Source: an optimization exercise on an open RTL-to-GDS flow (aim: small area, a short achievable clock period and few clock cycles). Production flows keep margins and buffers that such runs may drop.
Function was checked by simulation only, so behaviour that the tests miss may differ from the original.
Power figures rest on the tool's default switching activity, not on a simulated workload.

==> flow/design.v <==
package jrl_pkg;
    localparam int unsigned DEPTH_DEF = 16;
    localparam logic [1:0] CMD_INSERT = 2'd0;
    localparam logic [1:0] CMD_SEARCH = 2'd1;
    localparam logic [1:0] CMD_DELETE = 2'd2;
    localparam logic [1:0] ST_OK       = 2'd0;
    localparam logic [1:0] ST_BADPOS   = 2'd1;
    localparam logic [1:0] ST_FULL     = 2'd2;
    localparam logic [1:0] ST_NOTFOUND = 2'd3;
    typedef struct packed {
        logic [1:0]  cmd;
        logic [4:0]  position;
        logic [7:0]  job_id;
        logic [7:0]  memory_size;
        logic [15:0] arrival_time;
        logic [15:0] run_time;
        logic [15:0] deadline;
        logic [15:0] start_time;
        logic [15:0] memory_address;
        logic [7:0]  process_id;
    } t_req;
    typedef struct packed {
        logic [1:0]  status;
        logic [7:0]  found_job_id;
        logic [7:0]  found_memory_size;
        logic [15:0] found_arrival_time;
        logic [15:0] found_run_time;
        logic [15:0] found_deadline;
        logic [15:0] found_start_time;
        logic [15:0] found_memory_address;
        logic [7:0]  found_process_id;
        logic [4:0]  entries_held;
    } t_rsp;
    typedef struct packed {
        logic [7:0]  job_id;
        logic [7:0]  memory_size;
        logic [15:0] arrival_time;
        logic [15:0] run_time;
        logic [15:0] deadline;
        logic [15:0] start_time;
        logic [15:0] memory_address;
        logic [7:0]  process_id;
    } t_rec;
    typedef enum logic [2:0] {
        S_IDLE,
        S_DECODE,
        S_INS_RD,
        S_INS_WR,
        S_INS_PUT,
        S_SCAN_RD,
        S_SCAN_CMP,
        S_DEL_WR
    } t_state;
endpackage
module jrl_mem #(
    parameter int unsigned DEPTH = jrl_pkg::DEPTH_DEF
) (
    input  logic               i_clk,
    input  logic [DEPTH-1:0]   i_we,
    input  logic [103:0]       i_wdata,
    input  logic [DEPTH-1:0]   i_rsel,
    output logic [103:0]       o_rdata,
    output logic [DEPTH*8-1:0] o_ids
);
    logic [103:0] r_mem [0:DEPTH-1];
    for (genvar j = 0; j < DEPTH; j++) begin : g_slot
        always_ff @(posedge i_clk) begin
            if (i_we[j]) begin
                r_mem[j] <= i_wdata;
            end
        end
        assign o_ids[j*8 +: 8] = r_mem[j][103:96];
    end
    always_comb begin
        o_rdata = '0;
        for (int j = 0; j < DEPTH; j++) begin
            o_rdata = o_rdata | (r_mem[j] & {104{i_rsel[j]}});
        end
    end
endmodule
module job_record_list_insert_search_delete #(
    parameter int unsigned DEPTH = jrl_pkg::DEPTH_DEF
) (
    input  logic          i_clk,
    input  logic          i_rst_n,
    input  logic          start,
    input  logic [110:0]  i_req,
    output logic          busy,
    output logic          o_done,
    output logic [110:0]  o_rsp
);
    localparam int unsigned AW   = (DEPTH > 1) ? $clog2(DEPTH) : 1;
    localparam int unsigned CW   = $clog2(DEPTH + 1);
    localparam int unsigned CMPW = ((CW > 5) ? CW : 5) + 1;
    logic               r1_v;
    jrl_pkg::t_req      r1_req;
    logic [DEPTH-1:0]   r_valid;
    logic [AW-1:0]      r_pos [0:DEPTH-1];
    logic [CW-1:0]      r_count;
    logic               r2_v;
    logic [1:0]         r2_status;
    logic [DEPTH-1:0]   r2_sel;
    logic               r3_v;
    jrl_pkg::t_rsp      r3_rsp;
    logic [DEPTH*8-1:0] ids;
    logic [103:0]       rdata;
    logic [DEPTH-1:0]   we;
    logic [DEPTH-1:0]   match;
    logic [DEPTH-1:0]   earlier;
    logic [DEPTH-1:0]   first;
    logic               found;
    logic [DEPTH-1:0]   free_sel;
    logic [CMPW-1:0]    pos_ext;
    logic [CMPW-1:0]    cnt_ext;
    logic               pos_ok;
    logic               is_full;
    logic [AW-1:0]      ins_pos;
    logic               is_ins;
    logic               is_srch;
    logic               is_del;
    logic               ins_do;
    logic               del_do;
    logic [1:0]         status;
    jrl_mem #(
        .DEPTH (DEPTH)
    ) u_mem (
        .i_clk   (i_clk),
        .i_we    (we),
        .i_wdata (r1_req[103:0]),
        .i_rsel  (r2_sel),
        .o_rdata (rdata),
        .o_ids   (ids)
    );
    assign busy = 1'b0;
    always_ff @(posedge i_clk) begin
        if (!i_rst_n) begin
            r1_v <= 1'b0;
        end else begin
            r1_v <= start;
        end
    end
    always_ff @(posedge i_clk) begin
        r1_req <= i_req;
    end
    assign is_ins  = r1_v && (r1_req.cmd == jrl_pkg::CMD_INSERT);
    assign is_srch = r1_v && (r1_req.cmd == jrl_pkg::CMD_SEARCH);
    assign is_del  = r1_v && (r1_req.cmd == jrl_pkg::CMD_DELETE);
    assign pos_ext = CMPW'(r1_req.position);
    assign cnt_ext = CMPW'(r_count);
    assign pos_ok  = (pos_ext != '0) && (pos_ext <= cnt_ext + CMPW'(1));
    assign is_full = (r_count == CW'(DEPTH));
    assign ins_pos = AW'(pos_ext - CMPW'(1));
    assign ins_do  = is_ins && pos_ok && !is_full;
    always_comb begin
        for (int j = 0; j < DEPTH; j++) begin
            match[j] = r_valid[j] && (ids[j*8 +: 8] == r1_req.job_id);
        end
        for (int j = 0; j < DEPTH; j++) begin
            earlier[j] = 1'b0;
            for (int i = 0; i < DEPTH; i++) begin
                if (i != j) begin
                    earlier[j] = earlier[j] | (match[i] && (r_pos[i] < r_pos[j]));
                end
            end
        end
        first = match & ~earlier;
        found = |match;
    end
    assign del_do = is_del && found;
    always_comb begin
        free_sel = '0;
        for (int j = DEPTH - 1; j >= 0; j--) begin
            if (!r_valid[j]) begin
                free_sel = '0;
                free_sel[j] = 1'b1;
            end
        end
    end
    assign we = ins_do ? free_sel : '0;
    always_comb begin
        status = jrl_pkg::ST_OK;
        case (r1_req.cmd)
            jrl_pkg::CMD_INSERT: begin
                if (!pos_ok) begin
                    status = jrl_pkg::ST_BADPOS;
                end else if (is_full) begin
                    status = jrl_pkg::ST_FULL;
                end
            end
            jrl_pkg::CMD_SEARCH, jrl_pkg::CMD_DELETE: begin
                if (!found) begin
                    status = jrl_pkg::ST_NOTFOUND;
                end
            end
            default: status = jrl_pkg::ST_OK;
        endcase
    end
    always_ff @(posedge i_clk) begin
        if (!i_rst_n) begin
            r_valid <= '0;
            r_count <= '0;
        end else begin
            if (ins_do) begin
                r_valid <= r_valid | free_sel;
                r_count <= r_count + CW'(1);
            end else if (del_do) begin
                r_valid <= r_valid & ~first;
                r_count <= r_count - CW'(1);
            end
        end
    end
    always_ff @(posedge i_clk) begin
        for (int j = 0; j < DEPTH; j++) begin
            if (ins_do) begin
                if (free_sel[j]) begin
                    r_pos[j] <= ins_pos;
                end else if (r_pos[j] >= ins_pos) begin
                    r_pos[j] <= r_pos[j] + AW'(1);
                end
            end else if (del_do) begin
                if (earlier[j]) begin
                    r_pos[j] <= r_pos[j] - AW'(1);
                end
            end
        end
    end
    always_ff @(posedge i_clk) begin
        if (!i_rst_n) begin
            r2_v <= 1'b0;
        end else begin
            r2_v <= r1_v;
        end
    end
    always_ff @(posedge i_clk) begin
        r2_status <= status;
        r2_sel    <= is_srch ? first : '0;
    end
    always_ff @(posedge i_clk) begin
        if (!i_rst_n) begin
            r3_v <= 1'b0;
        end else begin
            r3_v <= r2_v;
        end
    end
    always_ff @(posedge i_clk) begin
        r3_rsp.status <= r2_status;
        {r3_rsp.found_job_id, r3_rsp.found_memory_size, r3_rsp.found_arrival_time,
         r3_rsp.found_run_time, r3_rsp.found_deadline, r3_rsp.found_start_time,
         r3_rsp.found_memory_address, r3_rsp.found_process_id} <= rdata;
        r3_rsp.entries_held <= 5'(r_count);
    end
    assign o_done = r3_v;
    assign o_rsp  = r3_rsp;
endmodule
==> flow/run.sh <==
#!/bin/bash
# synth_recipe.tcl (not shown) runs the flow's synth.tcl, then flattens the netlist and writes it again
# the make line also repeats each setting of config.mk as NAME=value (left out here)
make -C /OpenROAD-flow-scripts/flow DESIGN_CONFIG=/design/flow/config.mk WORK_HOME=/design/flow/orfs CLKGATE_MAP_FILE= SYNTH_SCRIPT=/design/flow/synth_recipe.tcl finish
==> flow/config.mk <==
export PLATFORM = sky130hd
export DESIGN_NAME = job_record_list_insert_search_delete
export DESIGN_NICKNAME = job_record_list_insert_search_delete
export VERILOG_FILES = /design/flow/design.v
export SDC_FILE = /design/flow/constraint.sdc
export NUM_CORES = 4
export LEC_CHECK = 0
export CAP_MARGIN = 20
export CORE_MARGIN = 2
export CORE_UTILIZATION = 40
export SLEW_MARGIN = 20
==> flow/constraint.sdc <==
create_clock -name core_clock -period 6.0 [get_ports {i_clk}]
set_input_delay 1.2000 -clock core_clock [delete_from_list [all_inputs] [get_ports {i_clk}]]
set_output_delay 1.2000 -clock core_clock [all_outputs]
set_load 0.01 [all_outputs]
==> results.yml <==
critical_path:
  worst-r2r-setup-slack_ns: 1.34
  critPathKind: "reg2reg"
  critPathMaxFanout: 16
  crit_arrival_ns: 5.12
  end_kind: "flip-flop"
  crit_required_ns: 6.47
  critPathLaunchType: "flip-flop"
detailed_routing:
  viasPerCell: 6.34
  routed-via-count: 57600
  drtIter0Drc: 7620
  drtAntennaViolNets: 0
  drc_errors: 0
  firstDrtPassIters: 8
  wl_per_cell_um: 33.8
  finalWirelength_um: 307000
clocking:
  postCtsSetupRepairBufs: 0
  clockBufferDepth: 3
  cts-root-buf: "clkbuf_16"
  cts_resized: 0
  cts_tree: "done"
  cts_hold_buf: 0
  clk_latency_ns: 0.86
  h-tree-depth: 4
  path_clk_slew_ns: 0.06
  cts.sinks: 1992
  cts_made_buffers: 195
yosys:
  synth_nets: 6445
  avgSynthCellArea_um2: 14.8
  synth_area_um2: 85000
  synthFlopType: "edfxtp_1"
  yosysWarnings: 4
  synthCells: 5738
  yosysSeqAreaShare_pct: 67.3
  ys_seq_elements: 1992
  synth_cell_types: 84
  synthArstFlopShare_pct: 0
  synth_edf_count: 1728
power_and_ir_drop:
  p_clk_share_pct: 42.7
  p_int_mw: 22.5
  power.total_mw: 28.8
  p_comb_share_pct: 3.9
  power.density_nw_per_um2: 293
  p_sw_mw: 6.30
  ir_worst_vdd_uv: 249
  seqPwrFrac_pct: 53.4
  p_sw_share_pct: 21.9
  leakage_nw: 33.5
finish:
  final_cell_mix: "1728 x edfxtp_1, 592 x ha_1, 426 x a221oi_1, 416 x a22o_1, 296 x a21oi_1"
  utilization_pct: 46.4
  syn2layout_area_growth_pct: 15.7
  final_area_um2: 98300
  drive_above_1_share_pct: 8.88
  final_common_cell: "edfxtp_1"
  nNetsFinal: 6791
floorplanning:
  dieArea_um2: 216000
  floorplan.die.height_um: 465
  rows: 169
  ios: 227
  die_w_um: 465
  coreArea_um2: 212000
  initial_core_util_pct: 40.1
place:
  gp_congestion: 1.03
  place_area_um2: 91800
  dpl.hpwl_um: 183000
  portBuffers: 225
timing:
  finClkSkew_ns: 0.0490
  timing.hold.ws_ns: 0.330
  period_share_pct: 77.6
  tightest_slew_ns: 1.31
  setup_viol: 0
  final_max_slew_viol_count: 0
  timing.slew.headroom_pct: 12.9
  fmaxAchievable_ghz: 0.215
  rsz0062_at_grt: "no"
  hold_violations: 0
  final.min_clock_period_ns: 4.66
global_routing:
  grt_antenna_before_repair: 7
  grt_usage_pct: 27.7
  grt-ovfl-total: 0
  grt_pass1_vias: 55200
  grt_pass1_wl_um: 428000
  grt_max_degree: 105
worst_hold_path:
  holdCritPathClass: "reg2reg"
flow_run:
  cap_violations: 0
outcome:
  status: "complete, no violations"
## kinds of logic (layout without fill, tap and decap cells)
group	count (synthesis)	count (layout)	synth area share (%)
other cells	1	9	0.00441
compound gates	1587	1587	14.2
mux	16	16	0.189
fa+ha+maj	593	593	8.74
xor+xnor	140	140	1.44
buf+inv	447	967	2.14
simple gates	962	962	6.02
flops	1992	1992	67.3
## cells in the mapped netlist (all sizes together) (14+ instances only)
cell type	instances	share of area [%]
a41oi	20	0.21
buf	76	0.50
and3	29	0.22
a22o	416	4.3
a31oi	17	0.13
dfxtp	264	6.2
o31ai	24	0.21
o21ai	148	0.88
o211ai	26	0.23
ha	592	8.7
nor3	69	0.44
o22ai	23	0.17
inv	171	0.76
xnor2	131	1.4
edfxtp	1728	61
a32oi	23	0.24
nor4	34	0.27
a21oi	297	1.8
mux2i	16	0.19
nand3	126	0.74
nand2b	21	0.15
and4	14	0.15
nand2	225	0.99
nor2b	47	0.35
a21o	21	0.19
clkbuf	200	0.88
or3	21	0.15
o221ai	15	0.15
nor2	92	0.41
nand4	240	1.8
a221oi	426	4.4
## routing by layer
| layer | global-route usage [%] | share of wire [%] |
|---|---|---|
| met1 | 38.8 | 42 |
| met2 | 42.3 | 44 |
| met3 | 5.25 | 9.2 |
| met4 | 11.4 | 4.4 |
| met5 | 0 | 0 |
## worst max-delay path, stage by stage, from the launching register on
cell	delay, ns
dfxtp_1	0.31
buf_4	0.20
xnor2_1	0.76
nand2_1	0.25
nor3_2	0.98
nor2_1	0.12
nand4_1	0.61
o21ai_2	0.07
buf_4	0.29
o31ai_1	0.66
## power by group through the flow
| stage | clock network [mW] | logic [mW] | registers, mW |
|---|---|---|---|
| final | 12.3 | 1.11 | 15.4 |
| after global routing | 13.0 | 1.20 | 15.4 |
| after CTS | 12.4 | 1.09 | 15.4 |
| after detailed placement | 0 | 1.08 | 15.7 |
| after global placement | 0 | 1.07 | 15.7 |
| after floorplan | 0 | 0.582 | 15.6 |
## registers in the layout, indices dropped and copies added (netlist names)
name,cells
r1_req,111
r1_v,1
r2_sel,16
r2_status,2
r2_v,1
r3_rsp,111
r3_v,1
r_count,5
r_pos,64
r_valid,16
u_mem.r_mem,1664
## area by class of cell
cell class / instances / area, µm²
fill: 18200 / 113000
sequential: 1992 / 57200
multi-input combinational: 3299 / 26100
clock buffer: 268 / 5420
timing repair buffer: 425 / 4230
tap: 2821 / 3530
clock inverter: 103 / 1060
inverter: 171 / 652
antenna: 8 / 20.0
## metrics by stage
stage,setup TNS [ns],setup WS (ns),std cells
floorplan,-530.10,-1.59,5738
global placement,0,1.47,8705
detailed placement,0,1.50,8707
CTS,0,1.52,9078
global route,0,1.32,9081
finish,0,1.34,9087
## worst paths after layout
kind / from / endpoint / depth (start not counted)
worst min-delay path: r2_status[0]$_DFF_P_ / r3_rsp[109]$_DFF_P_ / 0
worst max register to register: r1_req[102]$_DFF_P_ / r_pos[4][2]$_DFFE_PP_ / 9
worst max-delay path: r1_req[102]$_DFF_P_ / r_pos[4][2]$_DFFE_PP_ / 9
worst min register to register: r2_status[0]$_DFF_P_ / r3_rsp[109]$_DFF_P_ / 0
Testbench counts, summed over its fixed seeds: cycles 4,824.

-- what the ideal ports hide --
How much do the figures lean on ideal ports? The routed layout below was timed once more, with nothing changed but the port constraints.
Step 1 (the two cells are an assumption about what drives the block):
set clk [get_ports {i_clk}]
set_driving_cell -lib_cell sky130_fd_sc_hd__clkbuf_16 $clk
set_driving_cell -lib_cell sky130_fd_sc_hd__buf_2 [delete_from_list [all_inputs] $clk]
Step 2 adds t to the input delays and takes it off the output delays; t is the mean of the earliest and latest rising clock arrival at the registers after step 1. Input paths then give back, and output paths get back, about the clock's delay inside the block.
a / b / c = no drivers / after step 1 / after step 2; a / b = the first two.
t, ns: 0.930
slack for setup (ns): 1.343 / 1.343 / 1.343
clock arrival spread, ns: 0.057 / 0.056
worst data-port slew with drivers (ns): 0.06
After both steps this run still meets setup and hold. For this run, drivers alone change the setup slack by 0.000 ns; drivers and shift together by 0.000 ns.
